Context: an optimization exercise on an open-source flow, tuned for small area, a short achievable clock period and few clock cycles. The choices shown serve that exercise and are no tape-out recipe.
Only simulation tests tie the RTL to the original design; equivalence was not proved.

job 7688:
==> flow/design.v <==
module ntt_pe_core #(
  parameter int DATA_SIZE_ARB = 13,
  parameter int RING_SIZE     = 16
) (
  input  logic                         clk,
  input  logic                         reset,
  input  logic                         valid,
  input  logic [DATA_SIZE_ARB-1:0]     din,
  input  logic [DATA_SIZE_ARB-1:0]     q,
  input  logic [DATA_SIZE_ARB-1:0]     twiddle_i,
  output logic [$clog2(RING_SIZE)-1:0] tw_addr,
  output logic                         busy,
  output logic [DATA_SIZE_ARB-1:0]     dout,
  output logic                         dout_valid,
  output logic                         done
);
  localparam int W = 13;
  logic [W-1:0] qr;      
  function automatic logic [W+1:0] rca(input logic [W:0] x, input logic [W:0] y, input logic cin);
    logic c;
    c = cin;
    for (int i = 0; i <= W; i++) begin
      rca[i] = x[i] ^ y[i] ^ c;
      c      = (x[i] & y[i]) | (c & (x[i] ^ y[i]));
    end
    rca[W+1] = c;
  endfunction
  function automatic logic [W-1:0] madd(input logic [W-1:0] a, input logic [W-1:0] b,
                                        input logic [W-1:0] m);
    logic [W+1:0] s, t;
    s = rca({1'b0, a}, {1'b0, b}, 1'b0);
    t = rca(s[W:0], ~{1'b0, m}, 1'b1);
    madd = t[W+1] ? t[W-1:0] : s[W-1:0];
  endfunction
  function automatic logic [W-1:0] msub(input logic [W-1:0] a, input logic [W-1:0] b,
                                        input logic [W-1:0] m);
    logic [W+1:0] d, e;
    d = rca({1'b0, a}, ~{1'b0, b}, 1'b1);
    e = rca(d[W:0], {1'b0, m}, 1'b0);
    msub = d[W+1] ? d[W-1:0] : e[W-1:0];
  endfunction
  logic [W-1:0] ma, mr, tw_r;
  logic [3:0]   z;
  logic [13:0]  mu;
  logic [25:0]  bp, bps;
  logic [27:0]  bq2;
  logic [14:0]  br0;
  logic [15:0]  br1, br2;
  logic [W-1:0] bres;
  always_comb begin
    bp   = {13'b0, ma} * {13'b0, tw_r};
    bps  = bp >> (4'd12 - z);
    bq2  = {14'b0, bps[13:0]} * {14'b0, mu};
    br0  = bp[14:0] - ({1'b0, bq2[27:14]} * {2'b0, qr});
    br1  = {1'b0, br0} - {3'b0, qr};
    br2  = {1'b0, br0} - {2'b0, qr, 1'b0};
    bres = !br2[15] ? br2[W-1:0] : !br1[15] ? br1[W-1:0] : br0[W-1:0];
  end
  logic [3:0]   cnt_in;    
  logic         acc;
  assign acc = valid && !busy;
  logic [W-1:0] xr;        
  logic [W-1:0] q_in;      
  logic [W-1:0] d1 [8];    
  logic         ev;        
  logic [3:0]   xi;        
  logic [2:0]   dv_cnt;
  logic         dv_run;
  logic [13:0]  dv_r;
  logic [14:0]  dv_q;
  logic [3:0]   dv_z;
  logic [W-1:0] dv_qn;
  logic [3:0]   zq;
  logic [14:0]  dv_t1, dv_t2;
  logic [13:0]  dv_r1;
  always_comb begin
    zq = 4'd0;
    for (int i = 0; i < W; i++) if (qr[i]) zq = 4'(12 - i);
    dv_t1 = {dv_r, 1'b0} - {2'b0, dv_qn};
    dv_r1 = dv_t1[14] ? {dv_r[12:0], 1'b0} : dv_t1[13:0];
    dv_t2 = {dv_r1, 1'b0} - {2'b0, dv_qn};
  end
  always_ff @(posedge clk) begin
    xr   <= din;
    q_in <= q;
    if (ev) begin
      d1[0] <= xr;
      for (int i = 1; i < 8; i++) d1[i] <= d1[i-1];
    end
    if (ev && xi == 4'd0) qr <= q_in;
  end
  always_ff @(posedge clk) begin
    if (!reset) begin
      dv_run <= 1'b0;
      dv_cnt <= 3'd0;
    end else if (ev && xi == 4'd0) begin
      dv_run <= 1'b1;
      dv_cnt <= 3'd0;
    end else if (dv_run) begin
      dv_cnt <= dv_cnt + 3'd1;
      if (dv_cnt == 3'd7) dv_run <= 1'b0;
    end
  end
  always_ff @(posedge clk) begin
    if (dv_run) begin
      if (dv_cnt == 3'd0) begin
        dv_z  <= zq;
        dv_qn <= qr << zq;
        dv_r  <= 14'd8192 - {1'b0, qr << zq};
        dv_q  <= 15'd1;
      end else begin
        dv_r <= dv_t2[14] ? {dv_r1[12:0], 1'b0} : dv_t2[13:0];
        dv_q <= {dv_q[12:0], !dv_t1[14], !dv_t2[14]};
        if (dv_cnt == 3'd7) begin
          mu <= {dv_q[12:0], !dv_t1[14]};
          z  <= dv_z;
        end
      end
    end
  end
  logic         e1;        
  logic [2:0]   n1;
  logic [W-1:0] s1, dd1;   
  logic [W-1:0] p2, q2;    
  logic         mv1, mv2;  
  logic [2:0]   nm1, nm2;
  logic [W-1:0] p2d, q2d;  
  assign e1  = ev && xi[3];
  assign n1  = xi[2:0];
  logic [W-1:0] rp [4], rq [4], rpd [4], rqd [4];
  logic [4:0]   tau;       
  logic [4:0]   oc;        
  logic [1:0]   gsel;      
  logic [W-1:0] e0, e1v, e2v, e3v, f0, f1, ua, ub, ox, ox8, f2;
  logic [W-1:0] g1, g3, dq;
  logic [W-1:0] dl8 [8];
  logic         e2s, e2d;  
  logic [W-1:0] xa, xb;
  assign e2s = e1 && n1[2];
  assign e2d = mv2 && nm2[2];
  always_comb begin
    s1  = madd(d1[7], xr, qr);
    dd1 = msub(d1[7], xr, qr);
    gsel = 2'(tau - 5'd6);
    case (gsel)
      2'd0: begin e0 = rp[3];  e1v = rp[2];  e2v = rp[1];  e3v = rp[0];  end
      2'd1: begin e0 = rpd[3]; e1v = rpd[2]; e2v = rpd[1]; e3v = rpd[0]; end
      2'd2: begin e0 = rq[3];  e1v = rq[2];  e2v = rq[1];  e3v = rq[0];  end
      default: begin e0 = rqd[3]; e1v = rqd[2]; e2v = rqd[1]; e3v = mr; end
    endcase
    xa = e2d ? rpd[3] : e0;
    xb = e2d ? mr : e2v;
    f0 = madd(xa, xb, qr);
    f2 = msub(xa, xb, qr);
    f1 = madd(e1v, e3v, qr);
    ua = e2s ? rp[3] : (tau >= 5'd10) ? e0 : f0;
    ub = e2s ? s1 : (tau >= 5'd10) ? mr : f1;
    ox  = madd(ua, ub, qr);
    ox8 = msub(ua, ub, qr);
    p2  = ox;
    q2  = ox8;
    p2d = f0;
    q2d = f2;
    case (2'(tau - 5'd8))
      2'd0: begin g1 = rp[2];  g3 = rp[0];  end
      2'd1: begin g1 = rpd[2]; g3 = rpd[0]; end
      2'd2: begin g1 = rq[2];  g3 = rq[0];  end
      default: begin g1 = rqd[2]; g3 = rqd[0]; end
    endcase
    dq = msub(g1, g3, qr);
  end
  function automatic logic [3:0] tw_of(input logic [4:0] t);
    case (t)
      5'd1, 5'd4: tw_of = 4'd2;
      5'd2, 5'd5: tw_of = 4'd4;
      5'd3, 5'd6: tw_of = 4'd6;
      default:    tw_of = 4'd4;
    endcase
  endfunction
  always_ff @(posedge clk) begin
    tw_r <= twiddle_i;
    mr   <= bres;
    if (e1) begin
      for (int i = 1; i < 4; i++) rp[i] <= rp[i-1];
      rp[0] <= e2s ? p2 : s1;
    end
    if (e2s) begin
      for (int i = 1; i < 4; i++) rq[i] <= rq[i-1];
      rq[0] <= q2;
    end
    if ((e1 && n1 == 3'd0) || mv2) begin
      for (int i = 1; i < 4; i++) rpd[i] <= rpd[i-1];
      rpd[0] <= e2d ? p2d : mv2 ? mr : dd1;
    end
    if (e2d) begin
      for (int i = 1; i < 4; i++) rqd[i] <= rqd[i-1];
      rqd[0] <= q2d;
    end
    if (e1 && n1 != 3'd0) ma <= dd1;
    else begin
      case (tau)
        5'd2:  ma <= rq[2];
        5'd3:  ma <= rq[1];
        5'd4:  ma <= rq[0];
        5'd5:  ma <= rqd[2];
        5'd6:  ma <= rqd[1];
        5'd7:  ma <= rqd[0];
        5'd8, 5'd9, 5'd10, 5'd11: ma <= dq;
        default: ;
      endcase
    end
    case (tau)
      5'd4: rq[2]  <= mr;
      5'd5: rq[1]  <= mr;
      5'd6: rq[0]  <= mr;
      5'd7: rqd[2] <= mr;
      5'd8: rqd[1] <= mr;
      5'd9: rqd[0] <= mr;
      default: ;
    endcase
    case (tau)
      5'd6: rp[3]  <= f2;
      5'd7: rpd[3] <= f2;
      5'd8: rq[3]  <= f2;
      5'd9: rqd[3] <= f2;
      default: ;
    endcase
    dl8[0] <= ox8;
    for (int i = 1; i < 8; i++) dl8[i] <= dl8[i-1];
    if (oc != 5'd0) dout <= dl8[7];
    else dout <= ox;
  end
  always_ff @(posedge clk) begin
    if (!reset) begin
      cnt_in     <= 4'd0;
      busy       <= 1'b0;
      ev         <= 1'b0;
      xi         <= 4'd0;
      mv1        <= 1'b0;
      mv2        <= 1'b0;
      nm1        <= 3'd0;
      nm2        <= 3'd0;
      tau        <= 5'd0;
      oc         <= 5'd0;
      dout_valid <= 1'b0;
      done       <= 1'b0;
      tw_addr    <= 4'd0;
    end else begin
      ev   <= acc;
      xi   <= cnt_in;
      busy <= acc && cnt_in == 4'd15;
      if (acc) cnt_in <= cnt_in + 4'd1;
      mv1  <= e1 && n1 != 3'd0;
      nm1  <= n1;
      mv2  <= mv1;
      nm2  <= nm1;
      if (ev && xi == 4'd15) tau <= 5'd2;
      else if (tau == 5'd13) tau <= 5'd0;
      else if (tau != 5'd0) tau <= tau + 5'd1;
      if (tau == 5'd13) oc <= 5'd14;
      else if (oc == 5'd21) oc <= 5'd0;
      else if (oc != 5'd0) oc <= oc + 5'd1;
      dout_valid <= (tau >= 5'd6) || (oc != 5'd0);
      done       <= (oc == 5'd21);
      if (ev && xi[3] && xi[2:0] != 3'd7) tw_addr <= 4'(xi[2:0] + 3'd1);
      else if (ev && xi == 4'd15) tw_addr <= tw_of(5'd1);
      else if (tau >= 5'd2 && tau <= 5'd10) tw_addr <= tw_of(tau);
    end
  end
endmodule
Settings: LEC_CHECK=0, CAP_MARGIN=20, CORE_MARGIN=2, CORE_UTILIZATION=40, SLEW_MARGIN=20; clock period 100.0 ns.
run.sh (not shown) runs the stock make flow with config.mk's settings and CLKGATE_MAP_FILE= SYNTH_SCRIPT=/design/flow/synth_recipe.tcl, a recipe that flattens the netlist after the stock synthesis.
Testbench counts of job 7688, summed over its fixed seeds: cycles 3,424.
#### Input delta (job 8796 over job 7688)
diff --git a/flow/design.v b/flow/design.v
--- a/flow/design.v
+++ b/flow/design.v
@@ -13,11 +13,13 @@
   output logic [DATA_SIZE_ARB-1:0]     dout,
   output logic                         dout_valid,
   output logic                         done
 );
   localparam int W = 13;
-  logic [W-1:0] qr;      
+  logic [W-1:0] q_in;
+  logic [W-1:0] qr;
+  assign qr = q_in;
   function automatic logic [W+1:0] rca(input logic [W:0] x, input logic [W:0] y, input logic cin);
     logic c;
     c = cin;
     for (int i = 0; i <= W; i++) begin
       rca[i] = x[i] ^ y[i] ^ c;
@@ -58,11 +60,10 @@
   end
   logic [3:0]   cnt_in;    
   logic         acc;
   assign acc = valid && !busy;
   logic [W-1:0] xr;        
-  logic [W-1:0] q_in;      
   logic [W-1:0] d1 [8];    
   logic         ev;        
   logic [3:0]   xi;        
   logic [2:0]   dv_cnt;
   logic         dv_run;
@@ -85,11 +86,10 @@
     q_in <= q;
     if (ev) begin
       d1[0] <= xr;
       for (int i = 1; i < 8; i++) d1[i] <= d1[i-1];
     end
-    if (ev && xi == 4'd0) qr <= q_in;
   end
   always_ff @(posedge clk) begin
     if (!reset) begin
       dv_run <= 1'b0;
       dv_cnt <= 3'd0;
@@ -100,24 +100,22 @@
       dv_cnt <= dv_cnt + 3'd1;
       if (dv_cnt == 3'd7) dv_run <= 1'b0;
     end
   end
   always_ff @(posedge clk) begin
-    if (dv_run) begin
-      if (dv_cnt == 3'd0) begin
-        dv_z  <= zq;
-        dv_qn <= qr << zq;
-        dv_r  <= 14'd8192 - {1'b0, qr << zq};
-        dv_q  <= 15'd1;
-      end else begin
-        dv_r <= dv_t2[14] ? {dv_r1[12:0], 1'b0} : dv_t2[13:0];
-        dv_q <= {dv_q[12:0], !dv_t1[14], !dv_t2[14]};
-        if (dv_cnt == 3'd7) begin
-          mu <= {dv_q[12:0], !dv_t1[14]};
-          z  <= dv_z;
-        end
-      end
+    dv_z  <= zq;
+    dv_qn <= qr << zq;
+    if (dv_run && dv_cnt == 3'd0) begin
+      dv_r  <= 14'd8192 - {1'b0, dv_qn};
+      dv_q  <= 15'd1;
+    end else begin
+      dv_r <= dv_t2[14] ? {dv_r1[12:0], 1'b0} : dv_t2[13:0];
+      dv_q <= {dv_q[12:0], !dv_t1[14], !dv_t2[14]};
+    end
+    if (dv_run && dv_cnt == 3'd7) begin
+      mu <= {dv_q[12:0], !dv_t1[14]};
+      z  <= dv_z;
     end
   end
   logic         e1;        
   logic [2:0]   n1;
   logic [W-1:0] s1, dd1;   
@@ -144,11 +142,11 @@
     gsel = 2'(tau - 5'd6);
     case (gsel)
       2'd0: begin e0 = rp[3];  e1v = rp[2];  e2v = rp[1];  e3v = rp[0];  end
       2'd1: begin e0 = rpd[3]; e1v = rpd[2]; e2v = rpd[1]; e3v = rpd[0]; end
       2'd2: begin e0 = rq[3];  e1v = rq[2];  e2v = rq[1];  e3v = rq[0];  end
-      default: begin e0 = rqd[3]; e1v = rqd[2]; e2v = rqd[1]; e3v = mr; end
+      default: begin e0 = rqd[3]; e1v = rqd[1]; e2v = rqd[0]; e3v = mr; end
     endcase
     xa = e2d ? rpd[3] : e0;
     xb = e2d ? mr : e2v;
     f0 = madd(xa, xb, qr);
     f2 = msub(xa, xb, qr);
@@ -185,41 +183,33 @@
       rp[0] <= e2s ? p2 : s1;
     end
     if (e2s) begin
       for (int i = 1; i < 4; i++) rq[i] <= rq[i-1];
       rq[0] <= q2;
+    end else if (tau >= 5'd2 && tau <= 5'd6) begin
+      for (int i = 1; i < 3; i++) rq[i] <= rq[i-1];
+      rq[0] <= mr;
     end
     if ((e1 && n1 == 3'd0) || mv2) begin
       for (int i = 1; i < 4; i++) rpd[i] <= rpd[i-1];
       rpd[0] <= e2d ? p2d : mv2 ? mr : dd1;
     end
     if (e2d) begin
       for (int i = 1; i < 4; i++) rqd[i] <= rqd[i-1];
       rqd[0] <= q2d;
+    end else if (tau >= 5'd5 && tau <= 5'd9) begin
+      for (int i = 1; i < 3; i++) rqd[i] <= rqd[i-1];
+      rqd[0] <= mr;
     end
     if (e1 && n1 != 3'd0) ma <= dd1;
     else begin
       case (tau)
-        5'd2:  ma <= rq[2];
-        5'd3:  ma <= rq[1];
-        5'd4:  ma <= rq[0];
-        5'd5:  ma <= rqd[2];
-        5'd6:  ma <= rqd[1];
-        5'd7:  ma <= rqd[0];
-        5'd8, 5'd9, 5'd10, 5'd11: ma <= dq;
-        default: ;
+        5'd2, 5'd3, 5'd4: ma <= rq[2];
+        5'd5, 5'd6, 5'd7: ma <= rqd[2];
+        default: ma <= dq;
       endcase
     end
-    case (tau)
-      5'd4: rq[2]  <= mr;
-      5'd5: rq[1]  <= mr;
-      5'd6: rq[0]  <= mr;
-      5'd7: rqd[2] <= mr;
-      5'd8: rqd[1] <= mr;
-      5'd9: rqd[0] <= mr;
-      default: ;
-    endcase
     case (tau)
       5'd6: rp[3]  <= f2;
       5'd7: rpd[3] <= f2;
       5'd8: rq[3]  <= f2;
       5'd9: rqd[3] <= f2;
[summary]
Compared with job 7688, in job 8796 area added between synthesis and finish saw an increase; count of filler cells inserted in the layout lost 613; count of placed standard cells including taps down 217. [compare] base=job 7688 new=job 8796: I/O pin total neither gained nor lost much. Per the comparison of job 8796 with job 7688, final global-route overflow total closely matched the old numbers; area used by sequential logic in the layout lost 6.0%; adder and majority gate portion of the synthesized area has increased; worst path setup slack after routing lower.
Testbench counts of job 8796, summed over its fixed seeds: cycles 3,424.

-- port drivers added, routing unchanged --
Ports are ideal in the flow. The routed layouts listed here were re-timed in OpenROAD. Step 1 (the two cells are an assumption about what drives the block):
set clk [get_ports {clk}]
set_driving_cell -lib_cell sky130_fd_sc_hd__clkbuf_16 $clk
set_driving_cell -lib_cell sky130_fd_sc_hd__buf_2 [delete_from_list [all_inputs] $clk]
Step 2, shift: input delay + t, output delay - t, t = (earliest + latest rising clock arrival at the registers) / 2. This alone moves slack from input paths to output paths. Slacks: no drivers / after step 1 / after step 2; pairs: no drivers / after step 1.
| run | shift t [ns] | slack for setup (ns) | clock arrival spread, ns | slew at the worst register clock pin (ns) | cell pins on the clock port's net |
|---|---|---|---|---|---|
| job 7688 | 0.694 | 78.470 / 78.399 / 78.438 | 0.033 / 0.033 | 0.07 / 0.07 | 1 |
| job 8796 | 0.709 | 78.463 / 78.394 / 78.493 | 0.054 / 0.053 | 0.07 / 0.07 | 1 |
After both steps setup and hold are still met in every run listed. The setup slack of job 7688, which loses most, moves by -0.071 ns with the drivers and by -0.032 ns with both steps.
